Source: an optimization exercise on an open RTL-to-GDS flow (aim: a short achievable clock period and few clock cycles). Production flows keep margins and buffers that such runs may drop. In this exercise RTL edits were held to simulation tests only and were not proved equivalent to the original. No driver is modelled on the clock port, so clocking that relies on it looks cheaper here than on a real chip. No activity file was given, so power comes from the tool's default toggle rates.

==> indigo <==
// pipeCpu
module pipeCpu (
  input  logic                  clk,
  input  logic                  rstN,
  input  logic                  imemWrEn,     
  input  pipeCpuPkg::imemAddr_t imemWrAddr,
  input  pipeCpuPkg::word_t     imemWrData,
  output pipeCpuPkg::word_t     pc,
  output logic                  hlt,
  output logic                  wbEn,         
  output pipeCpuPkg::regAddr_t  wbAddr,
  output pipeCpuPkg::word_t     wbData
);
  function automatic logic [15:0] add16(input logic [15:0] a, input logic [15:0] b,
                                        input logic cin);
    logic [15:0] g, p, gg, pp;
    g  = a & b;
    p  = a ^ b;
    gg = g;
    pp = p;
    gg[0] = g[0] | (p[0] & cin);
    for (int d = 1; d < 16; d = d * 2) begin
      for (int i = 15; i >= d; i--) begin
        gg[i] = gg[i] | (pp[i] & gg[i-d]);
        pp[i] = pp[i] & pp[i-d];
      end
    end
    add16 = p ^ {gg[14:0], cin};
  endfunction
  function automatic logic [7:0] add8(input logic [7:0] a, input logic [7:0] b);
    logic [7:0] g, p, gg, pp;
    g  = a & b;
    p  = a ^ b;
    gg = g;
    pp = p;
    for (int d = 1; d < 8; d = d * 2) begin
      for (int i = 7; i >= d; i--) begin
        gg[i] = gg[i] | (pp[i] & gg[i-d]);
  ...
==> flow/config.mk <==
export PLATFORM = sky130hd
export DESIGN_NAME = pipeCpu
export DESIGN_NICKNAME = pipeCpu
export VERILOG_FILES = /design/flow/design.v
export SDC_FILE = /design/flow/constraint.sdc
export NUM_CORES = 4
export LEC_CHECK = 0
export CAP_MARGIN = 20
export CORE_MARGIN = 2
export CORE_UTILIZATION = 55
export CTS_CLUSTER_DIAMETER = 100
export CTS_CLUSTER_SIZE = 20
export PLACE_DENSITY = 0.7
export SETUP_SLACK_MARGIN = 4.8
export SLEW_MARGIN = 20
export TNS_END_PERCENT = 5
==> flow/constraint.sdc <==
create_clock -name core_clock -period 8.0 [get_ports {clk}]
set_input_delay 1.6000 -clock core_clock [delete_from_list [all_inputs] [get_ports {clk}]]
set_output_delay 1.6000 -clock core_clock [all_outputs]
set_load 0.01 [all_outputs]
standard.sh (not shown) runs the stock make flow with config.mk's settings and CLKGATE_MAP_FILE= SYNTH_SCRIPT=/design/flow/synth_recipe.tcl, a recipe that flattens the netlist after the stock synthesis.
==> flow/flow/run.sh <==
#!/bin/bash
# Own layout flow: the standard flow (standard.sh, unchanged synthesis)
# with these changes to how the layout is optimised:
#  - the port buffers use a plain buffer cell instead of the delay cell
#    buffer_ports picks by default;
#  - after placement, before clock tree synthesis, a full setup repair with
#    placement parasitics (post_resize.tcl);
#  - after clock tree synthesis, a second setup repair free to change cell
#    sizes, then legalisation (post_cts.tcl).
set -euo pipefail
export BUFFER_PORTS_ARGS="-buffer_cell sky130_fd_sc_hd__buf_4"
export POST_RESIZE_TCL="$(pwd)/flow/post_resize.tcl"
export POST_CTS_TCL="$(pwd)/flow/post_cts.tcl"
bash standard.sh > standard_flow.log 2>&1
==> flow/flow/post_cts.tcl <==
# Setup repair after clock tree synthesis (propagated clocks, placement
# parasitics), sizing not limited to same-footprint cells, then legalise
estimate_parasitics -placement
repair_timing -setup -setup_margin 4.8 -repair_tns 5 -verbose
detailed_placement
check_placement -verbose
==> flow/flow/post_resize.tcl <==
# Setup repair after placement (ideal clocks, placement parasitics)
repair_timing -setup -setup_margin 4.8 -repair_tns 10 -verbose
==> onyx (differences from indigo) <==
--- a/flow/design.v
+++ b/flow/design.v
@@ -210,73 +210,74 @@
   assign H0 = (op0 == 4'd15);
   assign H1 = (op1 == 4'd15);
   assign b0 = S0 ? rd0 : rt0;
   assign b1 = S1 ? rd1 : rt1;
   assign R1rs = (W1 & (A1 | L1)) | S1;
   assign R1b  = (W1 & (op1 <= 4'd3)) | S1;
-  logic        dW, dS0, dS1, dH, dLlb, dAS, dLd;
+  logic        dW, dS, dH, dLlb, dAS, dLd;
   logic [3:0]  dDest;
-  logic        eW, eS0, eS1, eH, eLlb, eAS, eLd;
+  logic        eW, eS, eH, eLlb, eAS, eLd;
   logic [3:0]  eDest;
   logic [15:0] eImm;
   logic        haltD;
   logic late0, late1;
   assign late0 = dW && !dLlb && dDest == rs0;
   assign late1 = dW && !dLlb && dDest == rs1;
   logic pairOK;
-  assign pairOK = !H0 && !(W0 && W1) && !(W0 && H1) &&
+  assign pairOK = !H0 && !(W0 && W1) && !(S0 && S1) && !(W0 && H1) &&
                   !(W0 && ((R1rs && rs1 == rd0) || (R1b && b1 == rd0))) &&
                   !(S0 && L1 && late0);
   logic agi0, agi1, stall, go;
   assign agi0  = L0 && late0;
   assign agi1  = L1 && pairOK && late1;
   assign stall = agi0 | agi1;
   assign go    = !haltD && !stall;
   assign c     = !go ? 2'd0 : pairOK ? 2'd2 : 2'd1;
-  logic gW, gH, ws, ls;
+  logic gW, gS, gH, ws, ss, ls;
   assign gW = W0 | (pairOK & W1);
+  assign gS = S0 | (pairOK & S1);
   assign gH = H0 | (pairOK & H1);
   assign ws = !W0;                  
+  assign ss = !S0;                  
   assign ls = !L0;                  
-  logic [15:0] vRs0, vRt0, vRd0, vRs1, vRt1, vRd1;
+  logic [15:0] vRs0, vB0, vRs1, vB1;
   assign vRs0 = rfRead(rs0);
-  assign vRt0 = rfRead(rt0);
-  assign vRd0 = rfRead(rd0);
+  assign vB0  = rfRead(b0);
   assign vRs1 = rfRead(rs1);
-  assign vRt1 = rfRead(rt1);
-  assign vRd1 = rfRead(rd1);
-  logic [3:0]  wOp, wRd, wRs, wRt, lRs, lImm;
+  assign vB1  = rfRead(b1);
+  logic [3:0]  wOp, wRd, wRs, wRt, lRs, lImm, sRs, sRd, sImm;
   logic [7:0]  wImm8;
   assign wOp   = ws ? op1 : op0;
   assign wRd   = ws ? rd1 : rd0;
   assign wRs   = ws ? rs1 : rs0;
   assign wRt   = ws ? rt1 : rt0;
   assign wImm8 = ws ? w1[7:0] : w0[7:0];
   assign lRs   = ls ? rs1 : rs0;
   assign lImm  = ls ? rt1 : rt0;
+  assign sRs   = ss ? rs1 : rs0;
+  assign sRd   = ss ? rd1 : rd0;
+  assign sImm  = ss ? rt1 : rt0;
   logic p1S, p1O, p1L;
   assign p1S = dW && dAS;
   assign p1O = dW && !dAS && !dLd;
   assign p1L = dW && dLd;
   logic        dSub, dAnd, dNor, dSll, dSrl, dSra, dByp;
-  logic [15:0] dImm, dA, dB;
-  logic [7:0]  dLb;
-  logic [3:0]  dSh, dLimm;
-  logic        gA2, gB2, gL2, gLi;
-  logic        dAs, dAo, dAl, dBs, dBo, dBl;
+  logic [15:0] dImm, dA, dB, dSd;
+  logic [7:0]  dLb, dSb;
+  logic [3:0]  dSh, dLimm, dSimm;
+  logic        gA2, gB2, gL2, gLi, gSb2, gSbi, gSd2, dSlate;
+  logic        dAs, dAo, dAl, dBs, dBo, dBl, dSbs, dSbo, dSbl, dSds, dSdo, dSdl;
   always_ff @(posedge clk or negedge rstN) begin
     if (!rstN) begin
       dW    <= 1'b0;
-      dS0   <= 1'b0;
-      dS1   <= 1'b0;
+      dS    <= 1'b0;
       dH    <= 1'b0;
       haltD <= 1'b0;
     end else begin
       dW    <= go & gW;
-      dS0   <= go & S0;
-      dS1   <= go & pairOK & S1;
+      dS    <= go & gS;
       dH    <= go & gH;
       haltD <= haltD | (go & gH);
     end
   end
   always_ff @(posedge clk) begin
     dDest  <= wRd;
@@ -289,46 +290,59 @@
     dSra   <= (wOp == 4'd6);
     dLd    <= (wOp == 4'd8);
     dLlb   <= (wOp == 4'd10);
     dImm   <= {{8{wImm8[7]}}, wImm8};
     dSh    <= wRt;
     dA     <= ws ? vRs1 : vRs0;
-    dB     <= ws ? vRt1 : vRt0;
+    dB     <= ws ? vB1 : vB0;
     dLb    <= ls ? vRs1[7:0] : vRs0[7:0];
     dLimm  <= lImm;
+    dSb    <= ss ? vRs1[7:0] : vRs0[7:0];
+    dSimm  <= sImm;
+    dSd    <= ss ? vB1 : vB0;
     dByp   <= S0 && pairOK && L1;           
+    dSlate <= ss ? late1 : late0;
     gA2    <= eW && eDest == wRs;
     gB2    <= eW && eDest == wRt;
     gL2    <= eW && eDest == lRs;
+    gSb2   <= eW && eDest == sRs;
+    gSd2   <= eW && eDest == sRd;
     gLi    <= dW && dLlb && dDest == lRs;
+    gSbi   <= dW && dLlb && dDest == sRs;
     dAs    <= p1S && dDest == wRs;
     dAo    <= p1O && dDest == wRs;
     dAl    <= p1L && dDest == wRs;
     dBs    <= p1S && dDest == wRt;
     dBo    <= p1O && dDest == wRt;
     dBl    <= p1L && dDest == wRt;
+    dSbs   <= p1S && dDest == sRs;
+    dSbo   <= p1O && dDest == sRs;
+    dSbl   <= p1L && dDest == sRs;
+    dSds   <= p1S && dDest == sRd;
+    dSdo   <= p1O && dDest == sRd;
+    dSdl   <= p1L && dDest == sRd;
   end
-  logic [7:0]   lBase, la;
+  logic [7:0]   lBase, sBaseD, la, sa;
   assign lBase  = gLi ? eImm[7:0] : gL2 ? rRes[7:0] : dLb;
+  assign sBaseD = gSbi ? eImm[7:0] : gSb2 ? rRes[7:0] : dSb;
   assign la     = add8(lBase, {{4{dLimm[3]}}, dLimm});
-  logic         kSub, kAnd, kNor, kSll, kSrl, kSra, eByp;
-  logic         fAs, fAo, fAl, fBs, fBo, fBl;
-  logic [15:0]  eA, eB;
-  logic [7:0]   eLa;
-  logic [3:0]   eSh;
+  assign sa     = add8(sBaseD, {{4{dSimm[3]}}, dSimm});
+  logic         kSub, kAnd, kNor, kSll, kSrl, kSra, eByp, eSaOK;
+  logic         fAs, fAo, fAl, fBs, fBo, fBl, fSbs, fSbo, fSbl, fSds, fSdo, fSdl;
+  logic [15:0]  eA, eB, eSd;
+  logic [7:0]   eLa, eSb, eSa;
+  logic [3:0]   eSh, eSimm;
   always_ff @(posedge clk or negedge rstN) begin
     if (!rstN) begin
-      eW  <= 1'b0;
-      eS0 <= 1'b0;
-      eS1 <= 1'b0;
-      eH  <= 1'b0;
+      eW <= 1'b0;
+      eS <= 1'b0;
+      eH <= 1'b0;
     end else begin
-      eW  <= dW;
-      eS0 <= dS0;
-      eS1 <= dS1;
-      eH  <= dH;
+      eW <= dW;
+      eS <= dS;
+      eH <= dH;
     end
   end
   always_ff @(posedge clk) begin
     eDest <= dDest;
     eAS   <= dAS;
     kSub  <= dSub;
@@ -341,120 +355,69 @@
     eLlb  <= dLlb;
     eImm  <= dImm;
     eSh   <= dSh;
     eA    <= gA2 ? rRes : dA;
     eB    <= gB2 ? rRes : dB;
     eLa   <= la;
+    eSa   <= sa;
+    eSaOK <= !dSlate;
+    eSb   <= gSb2 ? rRes[7:0] : dSb;
+    eSimm <= dSimm;
+    eSd   <= gSd2 ? rRes : dSd;
     eByp  <= dByp;
     fAs   <= dAs;
     fAo   <= dAo;
     fAl   <= dAl;
     fBs   <= dBs;
     fBo   <= dBo;
     fBl   <= dBl;
+    fSbs  <= dSbs;
+    fSbo  <= dSbo;
+    fSbl  <= dSbl;
+    fSds  <= dSds;
+    fSdo  <= dSdo;
+    fSdl  <= dSdl;
   end
   logic [15:0] dmem [0:255];
-  logic [15:0] opA, opB, sum, shl, shr, sra, ldRaw, ldv, othRes;
+  logic [15:0] opA, opB, sum, shl, shr, sra, ldRaw, ldv, othRes, sData, sBase;
+  logic [7:0]  sAddr;
   function automatic logic [15:0] fwd(input logic s, input logic o, input logic l,
                                       input logic [15:0] v);
     fwd = ({16{s}} & rAdd) | ({16{o}} & rOth) | ({16{l}} & rL) | ({16{!(s | o | l)}} & v);
   endfunction
   assign opA   = fwd(fAs, fAo, fAl, eA);
   assign opB   = fwd(fBs, fBo, fBl, eB);
   assign sum   = kSub ? add16(opA, ~opB, 1'b1) : add16(opA, opB, 1'b0);
   assign shl   = opA << eSh;
   assign shr   = opA >> eSh;
   assign sra   = $signed(opA) >>> eSh;
-  logic [7:0]  eSa [0:1];
-  logic [15:0] sData [0:1];
-  logic [7:0]  sAddr [0:1];
-  logic [15:0] mData [0:1];
-  logic [7:0]  mAddr [0:1];
-  logic        mS0, mS1;
-  for (genvar k = 0; k < 2; k++) begin : gStore
-    logic [3:0]  kRs, kRd, kImm;
-    logic [15:0] kvRs, kvB;
-    logic        kLate;
-    assign kRs   = k ? rs1 : rs0;
-    assign kRd   = k ? rd1 : rd0;
-    assign kImm  = k ? rt1 : rt0;
-    assign kvRs  = k ? vRs1 : vRs0;
-    assign kvB   = k ? vRd1 : vRd0;
-    assign kLate = k ? late1 : late0;
-    logic [7:0]  dSb;
-    logic [3:0]  dSimm;
-    logic [15:0] dSd;
-    logic        dSlate, gSb2, gSbi, gSd2;
-    logic        dSbs, dSbo, dSbl, dSds, dSdo, dSdl;
-    always_ff @(posedge clk) begin
-      dSb    <= kvRs[7:0];
-      dSimm  <= kImm;
-      dSd    <= kvB;
-      dSlate <= kLate;
-      gSb2   <= eW && eDest == kRs;
-      gSd2   <= eW && eDest == kRd;
-      gSbi   <= dW && dLlb && dDest == kRs;
-      dSbs   <= p1S && dDest == kRs;
-      dSbo   <= p1O && dDest == kRs;
-      dSbl   <= p1L && dDest == kRs;
-      dSds   <= p1S && dDest == kRd;
-      dSdo   <= p1O && dDest == kRd;
-      dSdl   <= p1L && dDest == kRd;
-    end
-    logic [7:0] sBaseD;
-    assign sBaseD = gSbi ? eImm[7:0] : gSb2 ? rRes[7:0] : dSb;
-    logic [7:0]  eSb;
-    logic [3:0]  eSimm;
-    logic [15:0] eSd;
-    logic        eSaOK, fSbs, fSbo, fSbl, fSds, fSdo, fSdl;
-    always_ff @(posedge clk) begin
-      eSa[k] <= add8(sBaseD, {{4{dSimm[3]}}, dSimm});
-      eSaOK  <= !dSlate;
-      eSb    <= gSb2 ? rRes[7:0] : dSb;
-      eSimm  <= dSimm;
-      eSd    <= gSd2 ? rRes : dSd;
-      fSbs   <= dSbs;
-      fSbo   <= dSbo;
-      fSbl   <= dSbl;
-      fSds   <= dSds;
-      fSdo   <= dSdo;
-      fSdl   <= dSdl;
-    end
-    logic [15:0] sBase;
-    assign sBase    = fwd(fSbs, fSbo, fSbl, {8'd0, eSb});
-    assign sAddr[k] = eSaOK ? eSa[k] : add8(sBase[7:0], {{4{eSimm[3]}}, eSimm});
-    assign sData[k] = fwd(fSds, fSdo, fSdl, eSd);
-    always_ff @(posedge clk) begin
-      mAddr[k] <= sAddr[k];
-      mData[k] <= sData[k];
-    end
-  end
+  assign sBase = fwd(fSbs, fSbo, fSbl, {8'd0, eSb});
+  assign sAddr = eSaOK ? eSa : add8(sBase[7:0], {{4{eSimm[3]}}, eSimm});
+  assign sData = fwd(fSds, fSdo, fSdl, eSd);
+  logic        mS;
+  logic [7:0]  mAddr;
+  logic [15:0] mData;
   assign ldRaw = dmem[eLa];
-  assign ldv = (eByp && eSa[0] == eLa)     ? sData[0] :
-               (mS1 && mAddr[1] == eLa)    ? mData[1] :
-               (mS0 && mAddr[0] == eLa)    ? mData[0] : ldRaw;
+  assign ldv = (eByp && eSa == eLa)   ? sData :
+               (mS && mAddr == eLa)    ? mData : ldRaw;
   always_comb begin
     othRes = eImm;                                
     if (kAnd) othRes = opA & opB;
     if (kNor) othRes = ~(opA | opB);
     if (kSll) othRes = shl;
     if (kSrl) othRes = shr;
     if (kSra) othRes = sra;
   end
   always_ff @(posedge clk or negedge rstN) begin
-    if (!rstN) begin
-      mS0 <= 1'b0;
-      mS1 <= 1'b0;
-    end else begin
-      mS0 <= eS0;
-      mS1 <= eS1;
-    end
+    if (!rstN) mS <= 1'b0;
+    else       mS <= eS;
   end
   always_ff @(posedge clk) begin
-    if (mS0) dmem[mAddr[0]] <= mData[0];
-    if (mS1) dmem[mAddr[1]] <= mData[1];
+    mAddr <= sAddr;
+    mData <= sData;
+    if (mS) dmem[mAddr] <= mData;
   end
   logic hltR;
   always_ff @(posedge clk) begin
     rAdd    <= sum;
     rOth    <= othRes;
     rL      <= ldv;
==> comparison table <==
|  | indigo | onyx |
|---|---|---|
| Die Footprint | 767000 sq um | 659000 sq um |
| Mux contribution to synthesized area | 25.4% | 16.1% |
| Die span in y | 876 um | 812 um |
| Startpoint of the worst register-to-register path | mAddr[0][7] | eLa[0] |
| Actual transition at the worst max-transition pin | 1.33 ns | 1.31 ns |
| Layout cells sized above 1 | 40.4% | 26.6% |
| Clock network power | 0.0287 W | 0.0278 W |
| Half-perimeter wire length after placement | 863000 um | 664000 um |
| Starting density of the core | 55.1% | 55.2% |
| Post-synth ARST share | 3.11% | 3.12% |
| Psw | 0.0551 W | 0.0456 W |
| Synth-to-layout area growth | 9.69% | 12.0% |
| Number of global-route vias before repair | 237588 | 186244 |
| Post-synth cell types | 88 | 94 |
| End of the worst register-to-register path | dmem[39][5] | rL[8] |
| Result of the run | no timing/DRC/antenna violations | no timing/DRC/antenna violations |
| Core area | 758000 sq um | 650000 sq um |
| Placement row count | 320 | 296 |
| Non-clock inverters | 147 | 140 |
| X dimension of the die | 876 um | 812 um |
| Layout Cell Area excl Fill | 459000 sq um | 402000 sq um |
| Switching Fraction | 36.9% | 34.3% |
Testbench counts of indigo, summed over its fixed seeds: cycles 11,261.
Testbench counts of onyx, summed over its fixed seeds: cycles 11,338.

what the ideal ports hide:
The results above use ideal ports. As a check the final layouts listed here were re-extracted and re-timed, cells and wires unchanged.
Step 1, drivers: a clkbuf_16 drives clk and a buf_2 each remaining input, both assumed.
Step 2 adds t to the input delays and takes it off the output delays; t is the mean of the earliest and latest rising clock arrival at the registers after step 1. Input paths then give back, and output paths get back, about the clock's delay inside the block.
Three values: ideal ports, drivers, drivers and shift; two values: the first two.
run	t, ns	setup WS [ns]	worst setup path after step 2	worst register clock-pin slew, ns	worst data-port slew with drivers (ns)
indigo	1.282	4.301 / 4.301 / 4.041	input to register	0.10 / 0.10	0.25
onyx	1.222	4.390 / 4.390 / 4.043	input to register	0.10 / 0.10	0.27
After both steps every run listed still meets setup and hold. For onyx, which loses most, drivers alone change the setup slack by 0.000 ns; drivers and shift together by -0.347 ns.
